This design comes from an exercise in tuning for small area, a short achievable clock period and few clock cycles per item on the open sky130 flow, not from production work. RTL that was checked went through simulation tests only; none was proved equivalent to the original. Only the layout flow was run in run 1; the RTL was not checked for function there.

==> flow/design.v, too long to show whole: its modules and the start of the top module <==
// module pla_ctrl: 90 lines
// module pla_dp: 1933 lines
// module polyline_length_accumulator_core: 43 lines
module polyline_length_accumulator_core (
    input  logic        i_clk,
    input  logic        i_rst_n,
    input  logic        i_in_valid,
    output logic        o_in_stall,
    input  logic [15:0] i_in_x,
    input  logic [15:0] i_in_y,
    input  logic        i_in_last,
    output logic        o_out_valid,
    input  logic        i_out_stall,
    output logic [31:0] o_out_length,
    output logic [15:0] o_out_count
);
  // ...
==> flow/flow/run.sh <==
#!/bin/bash
# the standard layout (the standard.sh: unchanged synthesis, floorplan,
# placement, clock tree, routing) with two changes to how it is made:
# - every input and output port still gets its buffer, but a plain buf_2
#   instead of the delay-cell buffer that buffer_ports picks by itself
# - timing repair aims at a shorter period than the clock's: setup repair
#   keeps going until each path has the margin below, instead of stopping
#   once the 10 ns clock is met
bash standard.sh SETUP_SLACK_MARGIN=6.5 TNS_END_PERCENT=100 \
    "BUFFER_PORTS_ARGS=-buffer_cell sky130_fd_sc_hd__buf_2" finish > standard.log 2>&1
==> flow/standard.sh <==
#!/bin/bash
# synth_recipe.tcl (not shown) runs the flow's synth.tcl, then flattens the netlist and writes it again
# the make line also repeats each setting of config.mk as NAME=value (left out here)
make -C /OpenROAD-flow-scripts/flow DESIGN_CONFIG=/design/flow/config.mk WORK_HOME=/design/flow/orfs CLKGATE_MAP_FILE= SYNTH_SCRIPT=/design/flow/synth_recipe.tcl "${@:-finish}"
==> flow/config.mk <==
export PLATFORM = sky130hd
export DESIGN_NAME = polyline_length_accumulator_core
export DESIGN_NICKNAME = polyline_length_accumulator_core
export VERILOG_FILES = /design/flow/design.v
export SDC_FILE = /design/flow/constraint.sdc
export NUM_CORES = 4
export LEC_CHECK = 0
export ABC_AREA = 1
export CAP_MARGIN = 20
export CORE_MARGIN = 2
export CORE_UTILIZATION = 40
export CTS_BUF_LIST = sky130_fd_sc_hd__clkbuf_16
export CTS_CLUSTER_DIAMETER = 80
export CTS_CLUSTER_SIZE = 30
export SLEW_MARGIN = 20
==> flow/constraint.sdc <==
create_clock -name core_clock -period 10.0 [get_ports {i_clk}]
set_input_delay 2.0000 -clock core_clock [delete_from_list [all_inputs] [get_ports {i_clk}]]
set_output_delay 2.0000 -clock core_clock [all_outputs]
set_load 0.01 [all_outputs]
==> reports/metrics.yaml, run 1 <==
synth:
  syn_avg_cell_area_um2: 9.02
  synthArstFlopShare_pct: 0
  synth_top_family_by_area: "adder cells"
  ys_seq_area_share_pct: 40.4
  synthMuxAreaShare_pct: 0
  post-synth-top-count-cell: "nand2_1"
  synth_compound_area_share_pct: 7.36
timing:
  finalSetupTns_ps: 0
  setup_violations: 0
  tightestPinTransition_ps: 971
  rsz0062_at_grt: "true"
setup_path:
  reg2reg_depth: 23
  crit_chain: "buf_12 -> xnor2_1 -> ha_1 -> nand2_2 -> a21oi_1 -> nor2_1 -> nand3_4 -> nand2_4 -> nand2_2 -> nand2_4 -> nand2_8 -> xor2_1 -> ha_1 -> nand2_1 -> inv_1 -> o21ai_0 -> a21oi_1 -> nor2_1 -> nand2_1 -> nor2_2 -> inv_1 -> nand2_1 -> nand2_1"
  cp-start-kind: "flop"
  max_stage_delay_ps: 400
  cp_data_arrival_time_ps: 3930
  cpMostUsedCell: "nand2_1"
  end_kind: "flop"
clocking:
  clockBufferDepth: 3
  postCtsSetupRepairBufs: 12
final_layout:
  final.signal_buffer_count: 185
  nets: 4768
  antenna_cells: 0
  layout.cells.non_filler: 5541
  final_core_util_pct: 45.2
  final_area_um2: 42000
  reg_top3: "u_ctrl.r_q: 96 flops, u_ctrl.r_out: 48 flops, u_dp.s_rad: 33 flops"
  largest_register_ffs: 96
  inverters: 760
route:
  wl_met3_um: 2910
  drt_iter0_drc: 1343
placement:
  place_hpwl_um: 57000
die:
  ioPinCount: 87
outcome:
  outcome: "timing/DRC/antenna clean"
min_path:
  hp-class: "reg2reg"
==> inputs of run 2 (changes only) <==
--- a/flow/design.v
+++ b/flow/design.v
@@ -961,30 +961,27 @@
     logic fc780;
     logic fs781;
     logic fc782;
     logic fs783;
     logic fc784;
     logic [33:0] row_a;
     logic [33:0] row_b;
     logic [33:0] rad;
-    logic [32:0] s_rad;
-    logic s_seg;
-    logic s_last;
     logic [2:0] r785;
     logic q786;
     logic [3:0] r787;
     logic [1:0] q788;
-    logic [4:0] r789;
-    logic [2:0] q790;
-    logic [2:0] q1_q;
-    logic [4:0] q1_r;
-    logic [27:0] q1_rad;
+    logic [1:0] q1_q;
+    logic [3:0] q1_r;
+    logic [29:0] q1_rad;
     logic q1_seg;
     logic q1_last;
+    logic [4:0] r789;
+    logic [2:0] q790;
     logic [5:0] r791;
     logic [3:0] q792;
     logic [6:0] r793;
     logic [4:0] q794;
     logic [4:0] q2_q;
     logic [6:0] q2_r;
     logic [23:0] q2_rad;
     logic q2_seg;
@@ -1826,24 +1823,24 @@
     assign fc780 = (t_c23_0 & t_c23_1) | (t_c23_0 & t_c23_2) | (t_c23_1 & t_c23_2);
     assign fs781 = t_c24_0 ^ t_c24_1 ^ t_c24_2;
     assign fc782 = (t_c24_0 & t_c24_1) | (t_c24_0 & t_c24_2) | (t_c24_1 & t_c24_2);
     assign fs783 = t_c25_0 ^ t_c25_1 ^ t_c25_2;
     assign fc784 = (t_c25_0 & t_c25_1) | (t_c25_0 & t_c25_2) | (t_c25_1 & t_c25_2);
     assign row_a = {t_c33_0, t_c32_0, t_c31_0, t_c30_0, t_c29_0, t_c28_0, t_c27_0, t_c26_0, fs783, fs781, fs779, fs777, fs775, fs773, fs771, fs769, fs767, fs765, hs763, hs761, hs759, hs757, hs755, hs753, hs751, hs749, hs747, t_c6_0, t_c5_0, t_c4_0, t_c3_0, t_c2_0, 1'b0, t_c0_0};
     assign row_b = {t_c33_1, t_c32_1, t_c31_1, t_c30_1, t_c29_1, t_c28_1, t_c27_1, fc784, fc782, fc780, fc778, fc776, fc774, fc772, fc770, fc768, fc766, hc764, hc762, hc760, hc758, hc756, hc754, hc752, hc750, hc748, t_c7_2, 1'b0, 1'b0, 1'b0, 1'b0, t_c2_1, 1'b0, t_c0_1};
     assign rad = row_a + row_b;
-    assign r785 = {1'b0, 1'b0, s_rad[32]} + 3'b111;
+    assign r785 = {1'b0, 1'b0, rad[32]} + 3'b111;
     assign q786 = ~r785[2];
-    assign r787 = {r785[1:0], s_rad[31], s_rad[30]} + {~r785[2], q786 ^ {1{~r785[2]}}, 2'b11};
+    assign r787 = {r785[1:0], rad[31], rad[30]} + {~r785[2], q786 ^ {1{~r785[2]}}, 2'b11};
     assign q788 = {q786, ~r787[3]};
-    assign r789 = {r787[2:0], s_rad[29], s_rad[28]} + {~r787[3], q788 ^ {2{~r787[3]}}, 2'b11};
-    assign q790 = {q788, ~r789[4]};
-    assign r791 = {q1_r[3:0], q1_rad[27], q1_rad[26]} + {~q1_r[4], q1_q ^ {3{~q1_r[4]}}, 2'b11};
-    assign q792 = {q1_q, ~r791[5]};
+    assign r789 = {q1_r[2:0], q1_rad[29], q1_rad[28]} + {~q1_r[3], q1_q ^ {2{~q1_r[3]}}, 2'b11};
+    assign q790 = {q1_q, ~r789[4]};
+    assign r791 = {r789[3:0], q1_rad[27], q1_rad[26]} + {~r789[4], q790 ^ {3{~r789[4]}}, 2'b11};
+    assign q792 = {q790, ~r791[5]};
     assign r793 = {r791[4:0], q1_rad[25], q1_rad[24]} + {~r791[5], q792 ^ {4{~r791[5]}}, 2'b11};
     assign q794 = {q792, ~r793[6]};
     assign r795 = {q2_r[5:0], q2_rad[23], q2_rad[22]} + {~q2_r[6], q2_q ^ {5{~q2_r[6]}}, 2'b11};
     assign q796 = {q2_q, ~r795[7]};
     assign r797 = {r795[6:0], q2_rad[21], q2_rad[20]} + {~r795[7], q796 ^ {6{~r795[7]}}, 2'b11};
     assign q798 = {q796, ~r797[8]};
     assign r799 = {q3_r[7:0], q3_rad[19], q3_rad[18]} + {~q3_r[8], q3_q ^ {7{~q3_r[8]}}, 2'b11};
     assign q800 = {q3_q, ~r799[9]};
@@ -1939,20 +1936,19 @@
         t_c30_0 <= fc706;
         t_c30_1 <= fs707;
         t_c31_0 <= fc708;
         t_c31_1 <= fs653;
         t_c32_0 <= fc654;
         t_c32_1 <= fs655;
         t_c33_0 <= fc656;
         t_c33_1 <= fc454;
-        s_rad <= rad[32:0];
-        q1_q <= q790;
-        q1_r <= r789;
-        q1_rad <= s_rad[27:0];
+        q1_q <= q788;
+        q1_r <= r787;
+        q1_rad <= rad[29:0];
         q2_q <= q794;
         q2_r <= r793;
         q2_rad <= q1_rad[23:0];
         q3_q <= q798;
         q3_r <= r797;
         q3_rad <= q2_rad[19:0];
         q4_q <= q802;
         q4_r <= r801;
@@ -1968,18 +1964,16 @@
         q7_rad <= q6_rad[3:0];
         q8_q <= q818;
         if (!i_rst_n) begin
             r_have_prev <= 1'b0;
             b_seg       <= 1'b0;
             b_last      <= 1'b0;
             t_seg <= 1'b0;
             t_last <= 1'b0;
-            s_seg <= 1'b0;
-            s_last <= 1'b0;
             q1_seg <= 1'b0;
             q1_last <= 1'b0;
             q2_seg <= 1'b0;
             q2_last <= 1'b0;
             q3_seg <= 1'b0;
             q3_last <= 1'b0;
             q4_seg <= 1'b0;
             q4_last <= 1'b0;
@@ -1992,20 +1986,18 @@
             q8_seg <= 1'b0;
             q8_last <= 1'b0;
         end else begin
             if (i_xfer) r_have_prev <= !i_in_last;
             b_seg  <= i_xfer & r_have_prev;
             b_last <= i_xfer & i_in_last;
             t_seg <= b_seg;
             t_last <= b_last;
-            s_seg <= t_seg;
-            s_last <= t_last;
-            q1_seg <= s_seg;
-            q1_last <= s_last;
+            q1_seg <= t_seg;
+            q1_last <= t_last;
             q2_seg <= q1_seg;
             q2_last <= q1_last;
             q3_seg <= q2_seg;
             q3_last <= q2_last;
             q4_seg <= q3_seg;
             q4_last <= q3_last;
             q5_seg <= q4_seg;
             q5_last <= q4_last;
--- a/flow/config.mk
+++ b/flow/config.mk
@@ -7,9 +7,10 @@
 export LEC_CHECK = 0
 export ABC_AREA = 1
 export CAP_MARGIN = 20
 export CORE_MARGIN = 2
 export CORE_UTILIZATION = 40
 export CTS_BUF_LIST = sky130_fd_sc_hd__clkbuf_16
 export CTS_CLUSTER_DIAMETER = 80
 export CTS_CLUSTER_SIZE = 30
+export PLACE_DENSITY = 0.75
 export SLEW_MARGIN = 20
==> run 2 against run 1 <==
Net effect:
- critical path depth did not move
- clock skew is 10 ps higher
- highest routed layer unchanged
- largest cell class unchanged
- still clean on timing, DRC and antenna
- cell area fell by 3.4%
- sequential share of layout area fell by 0.38 points
==> reports/metrics.yaml, run 2 <==
outcome:
  outcome: "timing/DRC/antenna clean"
route:
  antenna_left: 0
  firstDrtPassIters: 5
  drc: 0
  wirelength_um: 74900
  wl_per_cell_um: 13.7
  drt_iter0_drc: 1588  # +18%
  avgViaCountPerCell: 4.82
  num_vias: 26279
synth:
  ys_seq_elements: 631
  post-synth-top-count-cell: "nand2_1"
  synthFlopType: "dfxtp_1"
  ys_types: 52
  yosysTopAreaCell: "dfxtp_1"
  ys_seq_area_share_pct: 39.5  # -0.90 points
  synth_commonest_cells: "nand2_1 (870), inv_1 (775), dfxtp_1 (455)"
  yosysTopAreaCellShare_pct: 25.0
  synth_edf_count: 176
  syn_area_um2: 36500
  syn_avg_cell_area_um2: 8.80  # -2.4%
  syn-instance-count: 4141
  synth_nets: 4650
  ys_top_cells_by_area: "dfxtp_1 (25%), edfxtp_1 (14%), fa_1 (12%)"
  yosys_warnings: 2
  synthArstFlopShare_pct: 0  # unchanged
grt:
  grt_pass1_vias: 26608
  grt-ovfl-total: 0
  grt_first_pass_wirelength_um: 124000
  grt_usage_pct: 15.8
  grt_max_degree: 63
  antenna_found_initial: 1
timing:
  setup_violations: 0  # unchanged
  hold_viol_final: 0
  final_max_slew_viol_count: 0
  tightestPinTransition_ps: 962  # -8.98 ps
  fin_skew_ps: 60.7
  rsz0062_at_grt: "true"
  period_needed_ps: 3460
  max_freq_ghz: 0.289
  finalSetupTns_ps: 0  # unchanged
  post-route-period-util_pct: 34.6
  slew_headroom_pct: 35.8
final_layout:
  multi_input_area_um2: 19100
  max_flop_register: "u_ctrl.r_q"
  antenna_cells: 0  # unchanged
  register_area_um2: 14500
  layout_commonest_cell: "nand2_1"
  largest_register_ffs: 96  # unchanged
  nFillCells: 8372
  layout.cells.non_filler: 5450  # -1.6%
  reg_top3: "u_ctrl.r_q: 96 flops, u_ctrl.r_out: 48 flops, u_dp.q1_rad: 30 flops"
  area.growth.synth_to_final_pct: 11.3
  nets: 4755  # -0.27%
  final_cell_mix: "nand2_1 (854), inv_1 (777), dfxtp_1 (413)"
  drive_above_1_share_pct: 8.94
  final_core_util_pct: 45.0  # -0.22 points
clocking:
  clockBufferDepth: 3  # unchanged
  clkTransAtPathRegs_ps: 110
  cts_hold_buf: 0
  clock_sinks: 631
  cts_tree: "built"
  htree_levels: 2
  cts_inserted_buffers: 37
  worst_skew_pair.late_latency_ps: 620
  cts.root.buffer_cell: "clkbuf_16"
setup_path:
  cp-start-kind: "flop"
  crit_fanout: 4
  required_ps: 10490
  critPathKind: "reg2reg"
  end_kind: "flop"
  cp_data_arrival_time_ps: 3960  # +30 ps
job:
  maxCapViolations: 0
placement:
  place_hpwl_um: 54500  # -4.3%
  numPortBuffers: 86
  place_inst: 5298
  gp_congestion: 0.923
min_path:
  hp-class: "reg2reg"
die:
  core_area_um2: 90100
  initial_core_util_pct: 40.4
  die_x_um: 306
  fp.dieArea_um2: 93600
  rows: 110
  ioPinCount: 87  # unchanged
  dieHeight_um: 306
run 2: path summary, 6_finish.rpt:
kind | endpoint | slack, ps | cells after the start | start
max | u_dp.q2_q[0]$_DFF_P_ | 6540 | 23 | u_dp.q1_q[1]$_DFF_P_
min | u_dp.q2_rad[7]$_DFF_P_ | 300 | 0 | u_dp.q1_rad[7]$_DFF_P_
max reg2reg | u_dp.q2_q[0]$_DFF_P_ | 6540 | 23 | u_dp.q1_q[1]$_DFF_P_
min reg2reg | u_dp.q2_rad[7]$_DFF_P_ | 300 | 0 | u_dp.q1_rad[7]$_DFF_P_
run 2: layer usage:
metal	global-route usage (%)	share of wire [%]
met4	5.54	3.3
met1	18.7	42
met3	2.39	5.1
met5	0	0
met2	29.0	50
run 2: kinds of logic (layout without fill, tap and decap cells):
family / count (synthesis) / count (layout) / share of synthesized area (%)
xor+xnor: 350 / 350 / 8.43
fa+ha+maj: 472 / 472 / 20.8
buf+inv: 892 / 1023 / 9.26
compound gates: 485 / 485 / 7.42
flops: 631 / 631 / 39.5
simple gates: 1311 / 1313 / 14.6
run 2: repair_timing:
item | in CTS | in global routing
buffers inserted | 13 | 70
gates cloned | 0 | 2
gates resized for setup | 64 | 107
pin swaps | 10 | 62
setup endpoints to repair | 71 | 59
run 2: layout make-up:
type	instances	share of cell area, %
timing repair buffer	179	2.90
clock buffer	37	2.28
tap	1176	3.63
multi-input combinational	2620	47.0
inverter	777	7.19
clock inverter	30	1.23
sequential	631	35.8
run 2: per-stage QoR:
stage	instance area, µm²	setup slack, ps	hold WS [ps]
3_5_place_dp	38000	5870	312
5_1_grt	40600	6280	311
3_3_place_gp	38000	5990	310
2_1_floorplan	36500	6480	310
4_1_cts	39700	6500	293
6_report	40600	6540	295
run 2: critical path, cell delays in order, from the launching register on:
cell and delay, ps:
dfxtp_4 360, xnor2_1 120, ha_1 340, a21oi_2 130, nand2_1 80, xor2_2 160, xor2_1 180, ha_1 290
nand2_1 80, nand2_1 60, a21oi_2 170, buf_4 150, nand2_4 60, nand2_4 80, nand2_2 50, nand2_2 70
ha_4 210, a21oi_2 110, nand2_1 60, o21bai_4 170, xor2_1 170, nand3b_1 170, nand2_2 70, inv_2 30
Testbench counts of run 2, summed over its fixed seeds: cycles 7,029, points 6,831.
==> inputs of run 3 (changes only) <==
--- a/flow/config.mk
+++ b/flow/config.mk
@@ -12,5 +12,5 @@
 export CTS_BUF_LIST = sky130_fd_sc_hd__clkbuf_16
 export CTS_CLUSTER_DIAMETER = 80
 export CTS_CLUSTER_SIZE = 30
-export PLACE_DENSITY = 0.75
+export GPL_ROUTABILITY_DRIVEN = 0
 export SLEW_MARGIN = 20
==> run 3 against run 2 <==
Net effect:
- synthesized cell count stayed put
- clock-buffer cell count increased by 1
- maximum frequency down 2.3%
- register-to-register slack lost 80 ps
- largest cell class unchanged
==> reports/metrics.yaml, run 3 <==
outcome:
  outcome: "timing/DRC/antenna clean"
setup_path:
  required_ps: 10510  # +20 ps
  cp_slowest_cell: "dfxtp_4"
  cp-start-kind: "flop"
  reg2reg_depth: 21  # -8.7%
  cp_top_family: "adder cells"
  max_stage_delay_ps: 360  # about the same
  crit_chain: "xnor2_2 -> ha_4 -> a21oi_1 -> nand2_1 -> xor2_2 -> xor2_1 -> ha_1 -> nand2_1 -> nand2_1 -> a21oi_2 -> buf_4 -> buf_4 -> xor2_1 -> ha_1 -> nand4_1 -> o21bai_4 -> xor2_2 -> buf_4 -> nand2_2 -> nand2_2 -> inv_2"
  ff2ff_setup_slack_ps: 6450  # -80 ps
  cp_data_arrival_time_ps: 4050  # +90 ps
  rr_startpoint: "u_dp.q1_q[1]$_DFF_P_"
  end_kind: "flop"
  crit_fanout: 4  # unchanged
  cp_num_buf_inv: 4  # +2
  rr_endpoint: "u_dp.q2_q[0]$_DFF_P_"
  critPathKind: "reg2reg"
die:
  ioPinCount: 87  # unchanged
  initial_core_util_pct: 40.4  # unchanged
  rows: 110  # unchanged
  die_x_um: 306  # unchanged
  fp.dieArea_um2: 93600  # unchanged
  dieHeight_um: 306  # unchanged
  core_area_um2: 90100  # unchanged
placement:
  numPortBuffers: 86  # unchanged
  place_hpwl_um: 56900  # +4.4%
  place_area_um2: 38100  # +0.30%
  place_inst: 5314  # +0.30%
grt:
  grt_max_degree: 62  # -1.6%
  grt_pass1_vias: 26016  # -2.2%
  grt_usage_pct: 16.7  # +0.90 points
  grt_first_pass_wirelength_um: 129000  # +4.4%
  grt-ovfl-total: 0  # unchanged
  antenna_found_initial: 2  # +1
synth:
  ys_types: 52  # unchanged
  yosysTopAreaCellShare_pct: 25.0  # unchanged
  yosysTopAreaCell: "dfxtp_1"
  synth_commonest_cells: "nand2_1 (870), inv_1 (775), dfxtp_1 (455)"
  ys_seq_area_share_pct: 39.5  # unchanged
  synth_edf_count: 176  # unchanged
  synth_nets: 4650  # unchanged
  syn_area_um2: 36500  # unchanged
  syn_avg_cell_area_um2: 8.80  # unchanged
  post-synth-top-count-cell: "nand2_1"
  synthArstFlopShare_pct: 0  # unchanged
  syn-instance-count: 4141  # unchanged
  ys_top_cells_by_area: "dfxtp_1 (25%), edfxtp_1 (14%), fa_1 (12%)"
  yosys_warnings: 2  # unchanged
  synthFlopType: "dfxtp_1"
  ys_seq_elements: 631  # unchanged
final_layout:
  final_cell_mix: "nand2_1 (850), inv_1 (775), dfxtp_1 (422)"
  drive_above_1_share_pct: 9.18  # +0.24 points
  nFillCells: 8635  # +3.1%
  nets: 4763  # +0.17%
  max_flop_register: "u_ctrl.r_q"
  reg_top3: "u_ctrl.r_q: 96 flops, u_ctrl.r_out: 48 flops, u_dp.q1_rad: 30 flops"
  area.growth.synth_to_final_pct: 11.5
  largest_register_ffs: 96  # unchanged
  final_area_um2: 40700  # +0.22%
  layout_commonest_cell: "nand2_1"
  layout.cells.non_filler: 5460  # +0.18%
min_path:
  hp-class: "reg2reg"
  hold_path_depth: 0  # unchanged
  whs_endpoint: "u_dp.q3_rad[16]$_DFF_P_"
  hp-start: "u_dp.q2_rad[16]$_DFF_P_"
route:
  wirelength_um: 78400  # +4.8%
  avgViaCountPerCell: 4.73  # -1.8%
  drc: 0  # unchanged
  num_vias: 25845  # -1.7%
  firstDrtPassIters: 5  # unchanged
  wl_per_cell_um: 14.4  # +4.6%
  drt_iter0_drc: 1158  # -27%
  antenna_left: 0  # unchanged
clocking:
  cts_inserted_buffers: 37  # unchanged
  cts.root.buffer_cell: "clkbuf_16"
  clock_sinks: 631  # unchanged
  htree_levels: 2  # unchanged
  cts_hold_buf: 0  # unchanged
  clkTransAtPathRegs_ps: 100  # about the same
  cts_tree: "built"
  clockBufferDepth: 3  # unchanged
  worst_skew_pair.late_latency_ps: 610  # about the same
timing:
  holdWs_ps: 330  # +34.5 ps
  fin_skew_ps: 48.6  # -12.1 ps
  setup_violations: 0  # unchanged
  hold_viol_final: 0  # unchanged
  rsz0062_at_grt: "true"
  max_freq_ghz: 0.282  # -2.3%
  period_needed_ps: 3550  # +82.0 ps
  final_max_slew_viol_count: 0  # unchanged
  post-route-period-util_pct: 35.5  # +0.82 points
  finalSetupTns_ps: 0  # unchanged
  tightestPinTransition_ps: 912  # -49.7 ps
  slew_headroom_pct: 39.2  # +3.4 points
job:
  maxCapViolations: 0  # unchanged
[run 3: cell counts after synthesis]
Identical to the previous run, type by type.
[run 3: area by class of cell]
type                       instances  area (µm²)  share of cell area (%)
multi-input combinational       2621       19200                    47.2
sequential                       631       14500                    35.6
inverter                         777        2920                    7.17
tap                             1176        1470                    3.62
timing repair buffer             186        1290                    3.18
clock buffer                      38         951                    2.34
clock inverter                    30         355                   0.874
antenna                            1        2.50                 0.00615
[run 3: cells by family (layout without fill, tap and decap cells)]
family	after synthesis	count (layout)	synth area share [%]
buffers and inverters	892	1031	9.26
AND/OR/NAND/NOR	1311	1314	14.6
flip-flops	631	631	39.5
XOR/XNOR	350	350	8.43
other	0	1	0
AO/OA/AOI/OAI	485	485	7.42
adder cells (fa/ha/maj)	472	472	20.8
[run 3: metal layers]
layer	global-route usage, %	routed length [µm]	share of wire, %	vias to the layer above
li1	-	-	-	13120
met1	21.4	35400	45	12117
met2	29.9	38200	49	487
met3	1.98	3090	3.9	121
met4	4.14	1730	2.2	0
met5	0	0	0	-
[run 3: worst max path at each step]
stage | from | to | slack (ps) | depth (start not counted)
floorplan | u_dp.q6_r[14]$_DFF_P_ | u_dp.q7_r[16]$_DFF_P_ | 6480 | 24
global placement | u_dp.q5_r[12]$_DFF_P_ | u_dp.q6_r[11]$_DFF_P_ | 6030 | 19
detailed placement | u_dp.q5_r[12]$_DFF_P_ | u_dp.q6_r[11]$_DFF_P_ | 5910 | 19
CTS | u_dp.b_dx[1]$_DFF_P_ | u_dp.t_c15_1$_DFF_P_ | 6500 | 9
global route | u_dp.q1_q[1]$_DFF_P_ | u_dp.q2_q[0]$_DFF_P_ | 6250 | 23
finish | u_dp.q1_q[1]$_DFF_P_ | u_dp.q2_q[0]$_DFF_P_ | 6450 | 21
[run 3: through the flow]
| stage | worst slack, ps | utilization, % |
|---|---|---|
| 6_report | 6450 | 45.1 |
| 3_5_place_dp | 5910 | 42.3 |
| 3_3_place_gp | 6030 | 42.3 |
| 4_1_cts | 6500 | 44.0 |
| 5_1_grt | 6250 | 45.1 |
| 2_1_floorplan | 6480 | - |
[run 3: timing repair]
action | CTS | global route
gates cloned | 0 | 3
buffers inserted | 11 | 63
endpoints found under the setup margin | 69 | 60
pin swaps | 11 | 68
gates resized for setup | 45 | 144
==> inputs of run 4 (changes only) <==
--- a/flow/flow/run.sh
+++ b/flow/flow/run.sh
@@ -6,5 +6,5 @@
 # - timing repair aims at a shorter period than the clock's: setup repair
 #   keeps going until each path has the margin below, instead of stopping
 #   once the 10 ns clock is met
-bash standard.sh SETUP_SLACK_MARGIN=6.5 TNS_END_PERCENT=100 \
+bash standard.sh SETUP_SLACK_MARGIN=6.6 TNS_END_PERCENT=100 \
     "BUFFER_PORTS_ARGS=-buffer_cell sky130_fd_sc_hd__buf_2" finish > standard.log 2>&1
--- a/flow/config.mk
+++ b/flow/config.mk
@@ -12,5 +12,4 @@
 export CTS_BUF_LIST = sky130_fd_sc_hd__clkbuf_16
 export CTS_CLUSTER_DIAMETER = 80
 export CTS_CLUSTER_SIZE = 30
-export GPL_ROUTABILITY_DRIVEN = 0
 export SLEW_MARGIN = 20
==> run 4 against run 3 <==
Net effect:
- clock-buffer cell count fell by 2
- cell count rose by 1.1%
- wire length rose by 0.18%
- largest cell class unchanged
- cell area rose by 2.6%
- via count rose by 0.51%
- still clean on timing, DRC and antenna
==> reports/metrics.yaml, run 4 <==
outcome:
  outcome: "timing/DRC/antenna clean"
synth:
  ys_seq_area_share_pct: 39.5  # unchanged
  syn_avg_cell_area_um2: 8.80  # unchanged
  synth_top_family_by_area: "adder cells"
  synth_commonest_cells: "nand2_1 (870), inv_1 (775), dfxtp_1 (455)"
  syn_area_um2: 36500  # unchanged
  synth_edf_count: 176  # unchanged
  yosys_warnings: 2  # unchanged
  synthSimpleGateAreaFrac_pct: 14.6  # unchanged
  synthMuxAreaShare_pct: 0  # unchanged
  synth_xor_area_share_pct: 8.43  # unchanged
  synthArstFlopShare_pct: 0  # unchanged
  ys_types: 52  # unchanged
  synthFlopType: "dfxtp_1"
  post-synth-top-count-cell: "nand2_1"
  yosysTopAreaCellShare_pct: 25.0  # unchanged
  yosysTopAreaCell: "dfxtp_1"
  ys_seq_elements: 631  # unchanged
  syn-instance-count: 4141  # unchanged
  ys_top_cells_by_area: "dfxtp_1 (25%), edfxtp_1 (14%), fa_1 (12%)"
  synth_compound_area_share_pct: 7.42  # unchanged
  synth_nets: 4650  # unchanged
  synthAdderAreaFrac_pct: 20.8  # unchanged
grt:
  antenna_found_initial: 1  # -1
  use_met1_pct: 21.4  # -0.032 points
  grt-ovfl-total: 0  # unchanged
  grt_max_degree: 62  # unchanged
  grt_usage_pct: 16.5  # -0.21 points
  grt_pass1_vias: 25661  # -1.4%
  top_usage_layer: "met2"
  grt_use_met3_pct: 1.83  # -0.15 points
  met2_usage_pct: 29.3  # -0.64 points
  grt_first_pass_wirelength_um: 128000  # -1.1%
final_layout:
  nets: 4827  # +1.3%
  antenna_cells: 0  # -1
  layout_commonest_cell: "nand2_1"
  final_cell_mix: "nand2_1 (849), inv_1 (767), dfxtp_1 (410)"
  area.growth.synth_to_final_pct: 14.5
  max_flop_register: "u_ctrl.r_q"
  nFillCells: 8635  # unchanged
  largest_register_ffs: 96  # unchanged
  final_core_util_pct: 46.3  # +1.2 points
  final_area_um2: 41700  # +2.6%
  drive_above_1_share_pct: 12.0  # +2.8 points
  reg_top3: "u_ctrl.r_q: 96 flops, u_ctrl.r_out: 48 flops, u_dp.q1_rad: 30 flops"
setup_path:
  cp_slowest_cell: "dfxtp_4"
  crit_fanout: 4  # unchanged
  endpoint: "u_dp.q2_q[0]$_DFF_P_"
  cp-start-kind: "flop"
  ff2ff_setup_slack_ps: 6490  # +30 ps
  end_kind: "flop"
  cp_num_buf_inv: 2  # -2
  required_ps: 10480  # -30 ps
  cpMostUsedCell: "nand2_2"
  cp.depth: 21  # unchanged
  rr_startpoint: "u_dp.q1_q[1]$_DFF_P_"
  cp_data_arrival_time_ps: 3990  # -60 ps
  reg2reg_depth: 21  # unchanged
  crit_chain: "xnor2_2 -> ha_1 -> a21oi_1 -> nand2_1 -> xor2_2 -> buf_4 -> xor2_1 -> ha_1 -> a21oi_2 -> nand3b_4 -> nand2_4 -> nand2_2 -> nand2_2 -> ha_4 -> a21oi_2 -> nand2_1 -> o21bai_1 -> xor2_1 -> nand3b_1 -> nand2_2 -> inv_2"
  max_stage_delay_ps: 370  # about the same
  cp_top_family: "adder cells"
  critPathKind: "reg2reg"
  rr_endpoint: "u_dp.q2_q[0]$_DFF_P_"
  crit_start: "u_dp.q1_q[1]$_DFF_P_"
die:
  ioPinCount: 87  # unchanged
  fp.dieArea_um2: 93600  # unchanged
  dieHeight_um: 306  # unchanged
  initial_core_util_pct: 40.4  # unchanged
  die_x_um: 306  # unchanged
  rows: 110  # unchanged
  core_area_um2: 90100  # unchanged
placement:
  numPortBuffers: 86  # unchanged
  gp_congestion: 0.859
  place_hpwl_um: 56100  # -1.5%
  pre_cts_ws_ps: 5880  # -25.6 ps
  place_area_um2: 38100  # about the same
clocking:
  clockBufferDepth: 3  # unchanged
  cts.root.buffer_cell: "clkbuf_16"
  worst_skew_pair.late_latency_ps: 600  # about the same
  clkTransAtPathRegs_ps: 110  # about the same
  clock_sinks: 631  # unchanged
  cts_inserted_buffers: 36  # -2.7%
  cts_tree: "built"
  htree_levels: 2  # unchanged
timing:
  holdWs_ps: 304  # -25.9 ps
  finalSetupTns_ps: 0  # unchanged
  setup_violations: 0  # unchanged
  hold_viol_final: 0  # unchanged
  rsz0062_at_grt: "true"
  fin_ws_ps: 6490  # +34.9 ps
  fin_skew_ps: 44.1  # -4.51 ps
  period_needed_ps: 3510  # -34.9 ps
  final_max_slew_viol_count: 0  # unchanged
  slew_headroom_pct: 37.6  # -1.6 points
  max_freq_ghz: 0.285  # +0.99%
  post-route-period-util_pct: 35.1  # -0.35 points
  tightestPinTransition_ps: 936  # +23.8 ps
route:
  firstDrtPassIters: 5  # unchanged
  wl_per_cell_um: 14.2  # -0.91%
  num_vias: 25977  # +0.51%
  antenna_left: 0  # unchanged
  avgViaCountPerCell: 4.71  # -0.58%
  wirelength_um: 78600  # +0.18%
  drc: 0  # unchanged
  drt_iter0_drc: 1380  # +19%
min_path:
  hp-class: "reg2reg"
job:
  maxCapViolations: 0  # unchanged
==> run 4: cell types whose count changed in the layout (fill, tap and decap cells not counted), sizes merged, moves of 2 or more <==
| cell | delta |
|---|---|
| nand2 | -2 |
| clkinv | +2 |
| clkinvlp | +2 |
| buf | +69 |
| inv | -5 |
| clkbuf | -4 |
==> run 4: stage by stage <==
stage,cells
6_report,5520
5_1_grt,5520
4_1_cts,5395
3_5_place_dp,5308
3_3_place_gp,5308
2_1_floorplan,4141
==> run 4: worst reg2reg max path, delay by kind of cell (launching register included) <==
family	cells	cell delay (ps)
flops	1	370
simple gates	8	780
xor+xnor	4	590
compound gates	4	630
fa+ha+maj	3	830
buf+inv	2	180
==> run 4: metal layers <==
metal / part of all wire [%] / vias up
met5: 0 / -
met2: 49 / 389
met1: 45 / 12255
met3: 3.3 / 116
met4: 2.5 / 0
li1: - / 13217
==> run 4: cell families (layout without fill, tap and decap cells) <==
logic type / after synthesis / count (layout)
buffers and inverters: 892 / 1094
and+or+nand+nor: 1311 / 1312
xor gates and xnor gates: 350 / 350
AOI/OAI and AO/OA: 485 / 485
adders and majority gates: 472 / 472
DFF: 631 / 631
==> run 4: how the worst min path moves through the flow <==
stage / end / startpoint / depth (start not counted) / slack [ps]
after floorplan: u_dp.q2_rad[0]$_DFF_P_ / u_dp.q1_rad[0]$_DFF_P_ / 0 / 310
after global placement: u_dp.q3_rad[18]$_DFF_P_ / u_dp.q2_rad[18]$_DFF_P_ / 0 / 310
after detailed placement: u_dp.q2_rad[1]$_DFF_P_ / u_dp.q1_rad[1]$_DFF_P_ / 0 / 310
after CTS: u_dp.q5_rad[6]$_DFF_P_ / u_dp.q4_rad[6]$_DFF_P_ / 0 / 300
after global routing: u_dp.q4_rad[8]$_DFF_P_ / u_dp.q3_rad[8]$_DFF_P_ / 0 / 320
final: u_dp.q5_rad[6]$_DFF_P_ / u_dp.q4_rad[6]$_DFF_P_ / 0 / 300
==> run 4: what timing repair did <==
action	in CTS	in global routing
hold buffers	0	0
cloned	1	0
buffers inserted	22	125
setup endpoints to repair	76	61
resized for setup	86	199
pin swaps	23	107
==> run 4: area by class of cell <==
| cell class | count | area (µm²) | area share [%] |
|---|---|---|---|
| well taps | 1176 | 1470 | 3.53 |
| clock buffers | 36 | 901 | 2.16 |
| flip-flops and latches | 631 | 14500 | 34.8 |
| inverters | 777 | 2920 | 7.00 |
| multi-input cells | 2619 | 19600 | 46.9 |
| repair buffers | 253 | 1980 | 4.75 |
| clock inverters | 28 | 377 | 0.902 |
==> inputs of run 5 (changes only) <==
--- a/flow/flow/run.sh
+++ b/flow/flow/run.sh
@@ -6,5 +6,5 @@
 # - timing repair aims at a shorter period than the clock's: setup repair
 #   keeps going until each path has the margin below, instead of stopping
 #   once the 10 ns clock is met
-bash standard.sh SETUP_SLACK_MARGIN=6.6 TNS_END_PERCENT=100 \
+bash standard.sh SETUP_SLACK_MARGIN=6.5 TNS_END_PERCENT=100 \
     "BUFFER_PORTS_ARGS=-buffer_cell sky130_fd_sc_hd__buf_2" finish > standard.log 2>&1
--- a/flow/config.mk
+++ b/flow/config.mk
@@ -8,7 +8,7 @@
 export ABC_AREA = 1
 export CAP_MARGIN = 20
 export CORE_MARGIN = 2
-export CORE_UTILIZATION = 40
+export CORE_UTILIZATION = 50
 export CTS_BUF_LIST = sky130_fd_sc_hd__clkbuf_16
 export CTS_CLUSTER_DIAMETER = 80
 export CTS_CLUSTER_SIZE = 30
==> run 5 against run 4 <==
Net effect:
- cell area is 2.9% lower
- utilization is 9.5 points higher
- synthesized cell count stayed put
- cell count is 4.9% lower
- critical path type unchanged
==> reports/metrics.yaml, run 5 <==
setup_path:
  crit_start: "u_dp.q1_q[1]$_DFF_P_"
  critPathKind: "reg2reg"
  crit_fanout: 4  # unchanged
  rr_startpoint: "u_dp.q1_q[1]$_DFF_P_"
  end_kind: "flop"
  reg2reg_depth: 23  # +9.5%
  endpoint: "u_dp.q2_q[0]$_DFF_P_"
  cp-start-kind: "flop"
  required_ps: 10520  # +40 ps
  cp_data_arrival_time_ps: 3920  # -70 ps
  ff2ff_setup_slack_ps: 6600  # +110 ps
  rr_endpoint: "u_dp.q2_q[0]$_DFF_P_"
synth:
  synthFlopType: "dfxtp_1"
  yosysTopAreaCellShare_pct: 25.0  # unchanged
  synth_compound_area_share_pct: 7.42  # unchanged
  ys_types: 52  # unchanged
  ys_seq_elements: 631  # unchanged
  ys_seq_area_share_pct: 39.5  # unchanged
  synthSimpleGateAreaFrac_pct: 14.6  # unchanged
  syn-instance-count: 4141  # unchanged
  synth_commonest_cells: "nand2_1 (870), inv_1 (775), dfxtp_1 (455)"
  synthArstFlopShare_pct: 0  # unchanged
  syn_avg_cell_area_um2: 8.80  # unchanged
  synth_nets: 4650  # unchanged
  synthMuxAreaShare_pct: 0  # unchanged
  post-synth-top-count-cell: "nand2_1"
  syn_area_um2: 36500  # unchanged
  yosysTopAreaCell: "dfxtp_1"
  synth_xor_area_share_pct: 8.43  # unchanged
  yosys_warnings: 2  # unchanged
  ys_top_cells_by_area: "dfxtp_1 (25%), edfxtp_1 (14%), fa_1 (12%)"
  synth_top_family_by_area: "adder cells"
  synth_edf_count: 176  # unchanged
  synthAdderAreaFrac_pct: 20.8  # unchanged
die:
  ioPinCount: 87  # unchanged
  fp.dieArea_um2: 75100  # -20%
  initial_core_util_pct: 50.2  # +9.8 points
  die_x_um: 274  # -10%
  core_area_um2: 72600  # -19%
  dieHeight_um: 274  # -10%
  rows: 99  # -10%
final_layout:
  drive_above_1_share_pct: 9.23  # -2.8 points
  layout_commonest_cell: "nand2_1"
  reg_top3: "u_ctrl.r_q: 96 flops, u_ctrl.r_out: 48 flops, u_dp.q1_rad: 30 flops"
  final_cell_mix: "nand2_1 (851), inv_1 (772), dfxtp_1 (418)"
  antenna_cells: 0  # unchanged
  layout.cells.non_filler: 5251  # -4.9%
  nets: 4772  # -1.1%
  area.growth.synth_to_final_pct: 11.2
  largest_register_ffs: 96  # unchanged
  max_flop_register: "u_ctrl.r_q"
  nFillCells: 6672  # -23%
placement:
  numPortBuffers: 86  # unchanged
  place_hpwl_um: 56200  # +0.24%
  gp_congestion: 0.877  # +2.1%
  place_inst: 5097  # -4.0%
clocking:
  cts_tree: "built"
  clock_sinks: 631  # unchanged
  cts_hold_buf: 0  # unchanged
  htree_levels: 2  # unchanged
  cts.root.buffer_cell: "clkbuf_16"
  cts_inserted_buffers: 38  # +5.6%
  worst_skew_pair.late_latency_ps: 610  # about the same
  clockBufferDepth: 3  # unchanged
  clkTransAtPathRegs_ps: 100  # about the same
grt:
  antenna_found_initial: 0  # -1
  grt_pass1_vias: 25419  # -0.94%
  grt_first_pass_wirelength_um: 126000  # -1.7%
  grt-ovfl-total: 0  # unchanged
  grt_max_degree: 63  # +1.6%
  grt_usage_pct: 20.5  # +4.0 points
route:
  wirelength_um: 76200  # -3.1%
  firstDrtPassIters: 5  # unchanged
  wl_per_cell_um: 14.5  # +1.9%
  avgViaCountPerCell: 4.88  # +3.7%
  drc: 0  # unchanged
  num_vias: 25623  # -1.4%
  drt_iter0_drc: 1290  # -6.5%
  antenna_left: 0  # unchanged
min_path:
  hp-start: "u_dp.q3_rad[2]$_DFF_P_"
  hp-class: "reg2reg"
timing:
  setup_violations: 0  # unchanged
  max_freq_ghz: 0.294  # +3.2%
  rsz0062_at_grt: "true"
  finalSetupTns_ps: 0  # unchanged
  tightestPinTransition_ps: 908  # -28.1 ps
  period_needed_ps: 3400  # -108 ps
  fin_skew_ps: 57.8  # +13.7 ps
  post-route-period-util_pct: 34.0  # -1.1 points
  final_max_slew_viol_count: 0  # unchanged
  hold_viol_final: 0  # unchanged
  slew_headroom_pct: 39.0  # +1.4 points
outcome:
  outcome: "timing/DRC/antenna clean"
job:
  maxCapViolations: 0  # unchanged
## run 5: cell types whose count changed in the layout (fill, tap and decap cells not counted), moves of 8 or more
cell / change
dfxtp_1: +8
ha_1: +14
ha_4: -12
buf_4: -46
fa_1: +10
xnor2_2: -9
fa_2: -10
xnor2_1: +11
buf_12: -14
## run 5: cell type report
cell class	count	area, µm²	share of cell area (%)
sequential	631	14500	35.8
clock buffer	39	976	2.41
inverter	777	2920	7.20
tap	959	1200	2.96
clock inverter	30	459	1.13
multi-input combinational	2620	19100	47.1
timing repair buffer	195	1390	3.42
## run 5: timing repair
item | 4_1_cts | 5_1_grt
endpoints found under the setup margin | 70 | 63
gates cloned | 0 | 2
pin swaps | 4 | 57
resized for setup | 47 | 133
setup buffers | 8 | 75
## run 5: per-layer routing
metal	routed length (µm)	global-route usage, %	vias up	part of all wire, %
met5	0	0	-	0
li1	-	-	13109	-
met3	2100	2.03	97	2.8
met1	34300	26.5	12087	45
met4	2000	5.72	0	2.6
met2	37800	36.6	330	50
## run 5: worst max-delay path, stage by stage, from the launching register on
cell and delay [ps]:
dfxtp_4 360, xnor2_2 190, ha_4 230, a21oi_2 150, nand2_2 80, xor2_2 160, xor2_1 180, ha_1 290
nand2_1 70, nand2_1 60, a21oi_2 170, buf_4 150, nand2_4 60, nand2_4 80, nand2_2 50, nand2_2 70
ha_4 210, a21oi_2 120, nand2_1 70, o21bai_4 170, xor2_2 150, nand3b_1 170, nand2_2 80, inv_2 30
## run 5: per-stage QoR
stage | cell area (µm²) | hold WS, ps | setup WS [ps] | utilization, %
after floorplan | 36500 | 310 | 6480 | -
after global placement | 37900 | 310 | 5980 | 52.1
after detailed placement | 37900 | 312 | 5870 | 52.1
after CTS | 39500 | 278 | 6500 | 54.4
after global routing | 40500 | 289 | 6370 | 55.8
final | 40500 | 288 | 6600 | 55.8
## run 5: cells by family (layout without fill, tap and decap cells)
logic type	Yosys count	in the layout
AO/OA/AOI/OAI	485	485
XOR/XNOR	350	350
adder cells (fa/ha/maj)	472	472
buffers and inverters	892	1041
flip-flops	631	631
AND/OR/NAND/NOR	1311	1313
## run 5: worst min path at each step
stage | end | slack, ps | cells past startpoint
after detailed placement | u_dp.q2_rad[2]$_DFF_P_ | 310 | 0
after floorplan | u_dp.q2_rad[0]$_DFF_P_ | 310 | 0
after global placement | u_dp.q2_rad[1]$_DFF_P_ | 310 | 0
final | u_dp.q4_rad[2]$_DFF_P_ | 290 | 0
after CTS | u_dp.q4_rad[2]$_DFF_P_ | 280 | 0
after global routing | u_dp.q4_rad[2]$_DFF_P_ | 290 | 0
==> inputs of run 6 (changes only) <==
--- a/flow/config.mk
+++ b/flow/config.mk
@@ -5,10 +5,9 @@
 export SDC_FILE = /design/flow/constraint.sdc
 export NUM_CORES = 4
 export LEC_CHECK = 0
-export ABC_AREA = 1
 export CAP_MARGIN = 20
 export CORE_MARGIN = 2
-export CORE_UTILIZATION = 50
+export CORE_UTILIZATION = 40
 export CTS_BUF_LIST = sky130_fd_sc_hd__clkbuf_16
 export CTS_CLUSTER_DIAMETER = 80
 export CTS_CLUSTER_SIZE = 30
==> run 6 against run 5 <==
Net effect:
- cell area decreased by 1.2%
- hold slack better by 29 ps
- first-iteration DRC count fell by 43%
- critical path depth shrank 1
- worst setup slack lost 1300 ps
- flip-flop and latch count unchanged
- sequential share of layout area increased by 0.57 points
- clock-buffer cell count is 2 lower
- synthesized cell count down 20%
- critical endpoint is now u_dp.q6_q[0]$_DFF_P_
==> reports/metrics.yaml, run 6 <==
outcome:
  outcome: "timing/DRC/antenna clean"
clocking:
  clkTransAtPathRegs_ps: 100  # about the same
  cts.root.buffer_cell: "clkbuf_16"
  clock_sinks: 631  # unchanged
  cts_tree: "built"
  htree_levels: 2  # unchanged
  clockBufferDepth: 3  # unchanged
  worst_skew_pair.late_latency_ps: 600  # about the same
  cts_hold_buf: 0  # unchanged
  cts_inserted_buffers: 37  # -2.6%
grt:
  grt_first_pass_wirelength_um: 111000  # -12%
  grt_max_degree: 98  # +56%
  grt_pass1_vias: 22659  # -11%
  grt-ovfl-total: 0  # unchanged
  grt_usage_pct: 15.0  # -5.6 points
  antenna_found_initial: 0  # unchanged
timing:
  fin_ws_ps: 5250  # -1350 ps
  fin_skew_ps: 36.4  # -21.4 ps
  setup_violations: 0  # unchanged
  max_freq_ghz: 0.211  # -28%
  period_needed_ps: 4750  # +1350 ps
  hold_viol_final: 0  # unchanged
  slew_headroom_pct: 34.3  # -4.8 points
  finalSetupTns_ps: 0  # unchanged
  tightestPinTransition_ps: 986  # +78.4 ps
  rsz0062_at_grt: "true"
  post-route-period-util_pct: 47.5  # +13 points
  final_max_slew_viol_count: 0  # unchanged
die:
  die_x_um: 299  # +9.2%
  fp.dieArea_um2: 89600  # +19%
  initial_core_util_pct: 40.3  # -10 points
  rows: 108  # +9.1%
  ioPinCount: 87  # unchanged
  dieHeight_um: 299  # +9.2%
  core_area_um2: 86600  # +19%
setup_path:
  cpMostUsedCell: "o21a_1"
  critPathKind: "reg2reg"
  required_ps: 10480  # -40 ps
  crit_fanout: 3  # -1
  max_stage_delay_ps: 420  # +60 ps
  cp-start-kind: "flop"
  cp_data_arrival_time_ps: 5230  # +1310 ps
  end_kind: "flop"
  crit_chain: "xnor2_2 -> ha_1 -> o21a_1 -> o21a_1 -> o21a_1 -> o211ai_1 -> a21oi_2 -> a211o_1 -> a21oi_2 -> xnor2_2 -> buf_6 -> xor2_2 -> ha_1 -> nor3b_1 -> o21a_1 -> or2_4 -> a41o_1 -> o41ai_4 -> o21a_1 -> o21ai_2 -> xnor2_2 -> xor2_1"
  cp_slowest_cell: "o41ai_4"
route:
  firstDrtPassIters: 5  # unchanged
  num_vias: 22255  # -13%
  wl_per_cell_um: 14.2  # -2.2%
  avgViaCountPerCell: 4.74  # -3.0%
  drt_iter0_drc: 733  # -43%
  antenna_left: 0  # unchanged
  drc: 0  # unchanged
  wirelength_um: 66600  # -13%
synth:
  yosysTopAreaCellShare_pct: 26.1  # +1.1 points
  ys_seq_area_share_pct: 41.3  # +1.8 points
  synthFlopType: "dfxtp_1"
  syn_area_um2: 34900  # -4.3%
  yosys_warnings: 2  # unchanged
  post-synth-top-count-cell: "dfxtp_1"
  ys_top_cells_by_area: "dfxtp_1 (26%), edfxtp_1 (15%), fa_1 (13%)"
  synthArstFlopShare_pct: 0  # unchanged
  synth_commonest_cells: "dfxtp_1 (455), inv_1 (357), xnor2_1 (265)"
  synth_edf_count: 176  # unchanged
  ys_seq_elements: 631  # unchanged
  syn-instance-count: 3327  # -20%
  ys_types: 75  # +44%
  syn_avg_cell_area_um2: 10.5  # +19%
  synth_nets: 3836  # -18%
  yosysTopAreaCell: "dfxtp_1"
final_layout:
  area.growth.synth_to_final_pct: 14.7
  antenna_cells: 0  # unchanged
  max_flop_register: "u_ctrl.r_q"
  nFillCells: 8031  # +20%
  final_cell_mix: "dfxtp_1 (408), inv_1 (356), xnor2_1 (242)"
  reg_top3: "u_ctrl.r_q: 96 flops, u_ctrl.r_out: 48 flops, u_dp.q1_rad: 30 flops"
  drive_above_1_share_pct: 14.2  # +5.0 points
  layout_commonest_cell: "dfxtp_1"
  largest_register_ffs: 96  # unchanged
  nets: 4026  # -16%
placement:
  numPortBuffers: 86  # unchanged
  gp_congestion: 0.819  # -6.6%
  place_hpwl_um: 46600  # -17%
  pre_cts_ws_ps: 4070  # -1800 ps
min_path:
  hp-class: "reg2reg"
job:
  maxCapViolations: 0  # unchanged
[run 6: cell count changes in the layout (fill, tap and decap cells not counted), moves of 55 or more]
| cell | delta |
|---|---|
| and2_1 | +187 |
| inv_1 | -416 |
| nand2_1 | -636 |
| nand2b_1 | +55 |
| nand3_1 | -81 |
| nor2b_1 | +72 |
| o21ai_0 | -92 |
| xnor2_1 | +104 |
| xor2_1 | -117 |
[run 6: kinds of logic (layout without fill, tap and decap cells)]
logic type                 count (synthesis)  in the layout  share of synthesized area [%]
muxes                                     52             52                           1.49
DFF                                      631            631                           41.3
xor gates and xnor gates                 362            362                           9.21
buffers and inverters                    452            670                           4.94
adders and majority gates                472            472                           21.8
AOI/OAI and AO/OA                        455            455                           8.30
and+or+nand+nor                          903            903                           13.0
[run 6: metal layers]
layer / GRT usage [%] / wire length, µm / vias to the layer above
met5: 0 / 0 / -
li1: - / - / 11288
met2: 28.0 / 33900 / 306
met3: 1.96 / 2180 / 84
met1: 18.0 / 29300 / 10577
met4: 3.58 / 1210 / 0
[run 6: path summary, 6_finish.rpt]
kind	slack, ps	startpoint	depth (start not counted)	to
worst max-delay path	5250	u_dp.q5_r[12]$_DFF_P_	22	u_dp.q6_q[0]$_DFF_P_
worst min-delay path	320	u_dp.q2_rad[17]$_DFF_P_	0	u_dp.q3_rad[17]$_DFF_P_
worst max register to register	5250	u_dp.q5_r[12]$_DFF_P_	22	u_dp.q6_q[0]$_DFF_P_
worst min register to register	320	u_dp.q2_rad[17]$_DFF_P_	0	u_dp.q3_rad[17]$_DFF_P_
[run 6: area by class of cell]
class | count | area, µm² | area share, %
repair buffers | 246 | 1820 | 4.55
multi-input cells | 2244 | 19500 | 48.7
well taps | 1155 | 1450 | 3.61
clock inverters | 30 | 438 | 1.09
inverters | 357 | 1360 | 3.39
clock buffers | 37 | 926 | 2.31
flip-flops and latches | 631 | 14600 | 36.3
[run 6: timing repair]
item                                    CTS  global route
buffers inserted                         94            53
gates resized for setup                 103            95
pin swaps                                85            75
endpoints found under the setup margin   91            80
[run 6: worst max-delay path, delay by kind of cell, from the launching register on]
family / cells / cell delay [ps]
simple gates: 2 / 390
xor+xnor: 5 / 720
buf+inv: 1 / 140
fa+ha+maj: 2 / 540
compound gates: 12 / 2450
flops: 1 / 380
[run 6: stage by stage]
stage	hold WS, ps	std cells	utilization (%)	area [µm²]
after floorplan	310	3327	-	35300
after global placement	310	4486	42.5	36800
after detailed placement	312	4486	42.5	36800
after CTS	317	4647	45.3	39200
after global routing	325	4700	46.2	40000
final	317	4700	46.2	40000
==> inputs of run 7 (changes only) <==
--- a/flow/config.mk
+++ b/flow/config.mk
@@ -5,6 +5,7 @@
 export SDC_FILE = /design/flow/constraint.sdc
 export NUM_CORES = 4
 export LEC_CHECK = 0
+export ABC_AREA = 1
 export CAP_MARGIN = 20
 export CORE_MARGIN = 2
 export CORE_UTILIZATION = 40
==> run 7 against run 6 <==
Net effect:
- register-to-register slack improved by 1400 ps
- wire length increased by 16%
- still clean
- critical path type unchanged
- critical endpoint is now u_dp.q6_r[11]$_DFF_P_
==> reports/metrics.yaml, run 7 <==
setup_path:
  rr_endpoint: "u_dp.q6_r[11]$_DFF_P_"
  cp-start-kind: "flop"
  end_kind: "flop"
  reg2reg_depth: 22  # unchanged
  cp_data_arrival_time_ps: 3870  # -1360 ps
  required_ps: 10480  # about the same
  crit_fanout: 6  # +3
  rr_startpoint: "u_dp.q5_r[12]$_DFF_P_"
  ff2ff_setup_slack_ps: 6620  # +1360 ps
  critPathKind: "reg2reg"
synth:
  synth_edf_count: 176  # unchanged
  post-synth-top-count-cell: "nand2_1"
  ys_seq_elements: 631  # unchanged
  syn_area_um2: 36500  # +4.5%
  syn_avg_cell_area_um2: 8.80  # -16%
  ys_seq_area_share_pct: 39.5  # -1.8 points
  synthFlopType: "dfxtp_1"
  synthArstFlopShare_pct: 0  # unchanged
  yosysTopAreaCellShare_pct: 25.0  # -1.1 points
  synth_nets: 4650  # +21%
  ys_top_cells_by_area: "dfxtp_1 (25%), edfxtp_1 (14%), fa_1 (12%)"
  synth_commonest_cells: "nand2_1 (870), inv_1 (775), dfxtp_1 (455)"
  yosys_warnings: 2  # unchanged
  syn-instance-count: 4141  # +24%
  ys_types: 52  # -31%
  yosysTopAreaCell: "dfxtp_1"
final_layout:
  final_cell_mix: "nand2_1 (851), inv_1 (776), dfxtp_1 (421)"
  register_area_um2: 14500  # -0.32%
  final_core_util_pct: 45.2  # -0.97 points
  reg_top3: "u_ctrl.r_q: 96 flops, u_ctrl.r_out: 48 flops, u_dp.q1_rad: 30 flops"
  area.growth.synth_to_final_pct: 11.9
  final_area_um2: 40800  # +1.9%
  drive_above_1_share_pct: 9.41  # -4.8 points
  largest_register_ffs: 96  # unchanged
  multi_input_area_um2: 19300  # -1.2%
  layout_commonest_cell: "nand2_1"
  antenna_cells: 0  # unchanged
  max_flop_register: "u_ctrl.r_q"
  nFillCells: 8641  # +7.6%
  nets: 4762  # +18%
route:
  firstDrtPassIters: 5  # unchanged
  drc: 0  # unchanged
  num_vias: 25642  # +15%
  antenna_left: 0  # unchanged
  avgViaCountPerCell: 4.70  # -0.78%
  wl_per_cell_um: 14.1  # -0.25%
  drt_iter0_drc: 1278  # +74%
  wirelength_um: 77200  # +16%
timing:
  slew_headroom_pct: 40.5  # +6.2 points
  tightestPinTransition_ps: 893  # -93.5 ps
  fin_skew_ps: 57.2  # +20.8 ps
  final_max_slew_viol_count: 0  # unchanged
  setup_violations: 0  # unchanged
  period_needed_ps: 3380  # -1360 ps
  hold_viol_final: 0  # unchanged
  post-route-period-util_pct: 33.8  # -14 points
  max_freq_ghz: 0.295  # +40%
  rsz0062_at_grt: "true"
  finalSetupTns_ps: 0  # unchanged
clocking:
  worst_skew_pair.late_latency_ps: 620  # +20 ps
  htree_levels: 2  # unchanged
  clockBufferDepth: 3  # unchanged
  clock_sinks: 631  # unchanged
  clkTransAtPathRegs_ps: 100  # about the same
  cts_inserted_buffers: 37  # unchanged
  cts.root.buffer_cell: "clkbuf_16"
  cts_tree: "built"
job:
  maxCapViolations: 0  # unchanged
die:
  dieHeight_um: 306  # +2.2%
  initial_core_util_pct: 40.4  # +0.17 points
  rows: 110  # +1.9%
  ioPinCount: 87  # unchanged
  core_area_um2: 90100  # +4.1%
  fp.dieArea_um2: 93600  # +4.5%
  die_x_um: 306  # +2.2%
min_path:
  whs_endpoint: "u_dp.q5_rad[8]$_DFF_P_"
  hp-class: "reg2reg"
  hp-start: "u_dp.q4_rad[8]$_DFF_P_"
  hold_path_depth: 0  # unchanged
placement:
  gp_congestion: 0.861  # +5.0%
  numPortBuffers: 86  # unchanged
  place_hpwl_um: 56800  # +22%
  place_area_um2: 38100  # +3.5%
grt:
  grt_max_degree: 62  # -37%
  antenna_found_initial: 1  # +1
  grt_usage_pct: 16.4  # +1.5 points
  grt_first_pass_wirelength_um: 127000  # +15%
  grt_pass1_vias: 25835  # +14%
  grt-ovfl-total: 0  # unchanged
outcome:
  outcome: "timing/DRC/antenna clean"
[run 7: layout make-up]
class | count | area share (%)
Clock buffer | 38 | 2.33
Sequential cell | 631 | 35.6
Tap cell | 1176 | 3.61
Clock inverter | 30 | 1.02
Inverter | 777 | 7.15
Timing Repair Buffer | 186 | 3.11
Multi-Input combinational cell | 2620 | 47.2
[run 7: worst max path at each step]
stage	from	to	depth (start not counted)
after global placement	u_dp.q5_r[12]$_DFF_P_	u_dp.q6_r[12]$_DFF_P_	17
final	u_dp.q5_r[12]$_DFF_P_	u_dp.q6_r[11]$_DFF_P_	22
after detailed placement	u_dp.q5_r[12]$_DFF_P_	u_dp.q6_r[12]$_DFF_P_	17
after CTS	u_dp.q5_r[12]$_DFF_P_	u_dp.q6_r[12]$_DFF_P_	17
after floorplan	u_dp.q6_r[14]$_DFF_P_	u_dp.q7_r[16]$_DFF_P_	24
after global routing	u_dp.q5_r[12]$_DFF_P_	u_dp.q6_r[11]$_DFF_P_	22
[run 7: metrics by stage]
step	setup slack, ps	instances	hold WS [ps]
floorplan	6480	4141	310
global placement	6010	5309	310
detailed placement	5920	5309	312
CTS	6450	5383	304
global route	6380	5458	302
finish	6620	5458	306
[run 7: critical path, cell delays in order, from the launching register on]
cell,delay (ps)
dfxtp_4,400
buf_4,180
xnor2_1,180
ha_1,300
buf_4,160
nand4_1,100
nand3_2,120
nand2_1,110
nand2_1,70
nand2_2,100
nand2_4,70
clkbuf_4,190
xor2_2,150
ha_1,340
a21oi_2,190
o21ai_2,90
inv_1,70
nor2_1,40
o21a_1,190
nand2_1,90
nand2_1,60
nand2_1,50
nand2_1,40
[run 7: repair_timing]
item                       in CTS  in global routing
gates cloned                    0                  2
hold buffers                    0                  0
setup endpoints to repair      69                 57
setup buffers                   6                 73
pin swaps                       3                 78
resized for setup              51                146
hold endpoints to repair        0                  0
[run 7: cells by family (layout without fill, tap and decap cells)]
family | count (synthesis) | in the layout | synth area share, %
fa+ha+maj | 472 | 472 | 20.8
flops | 631 | 631 | 39.5
simple gates | 1311 | 1313 | 14.6
xor+xnor | 350 | 350 | 8.43
compound gates | 485 | 485 | 7.42
buf+inv | 892 | 1031 | 9.26
[run 7: metal layers]
| layer | up-vias | track usage [%] | wire length, µm |
|---|---|---|---|
| met2 | 393 | 28.8 | 37400 |
| met5 | - | 0 | 0 |
| met4 | 0 | 5.18 | 2220 |
| met3 | 136 | 2.03 | 2730 |
| met1 | 12018 | 21.1 | 34900 |
| li1 | 13095 | - | - |

re-timing with driven ports:
The flow's constraints put no driver on any port. The routed layouts listed below were extracted and timed again, unchanged, in two steps.
Step 1 assumes that a clkbuf_16 drives the clock port and a buf_2 every other input.
Step 2 moves the port delays by t, midway between the first and last clock arrival at a register: inputs arrive t later, outputs are due t later. That takes back most of the time a late clock gives input paths.
Slacks: no drivers / after step 1 / after step 2; pairs: no drivers / after step 1.
| run | t (ns) | setup WS [ns] | pins driven straight from the clock port |
|---|---|---|---|
| run 1 | 0.663 | 6.547 / 6.547 / 6.243 | 1 |
| run 2 | 0.653 | 6.536 / 6.536 / 6.125 | 1 |
| run 3 | 0.645 | 6.454 / 6.454 / 6.182 | 1 |
| run 4 | 0.640 | 6.489 / 6.489 / 6.188 | 1 |
| run 5 | 0.645 | 6.597 / 6.597 / 6.164 | 1 |
| run 6 | 0.651 | 5.251 / 5.251 / 5.251 | 1 |
| run 7 | 0.655 | 6.616 / 6.616 / 6.142 | 1 |
After both steps setup and hold are still met in every run listed. For run 7, which loses most, drivers alone change the setup slack by 0.000 ns; drivers and shift together by -0.474 ns.
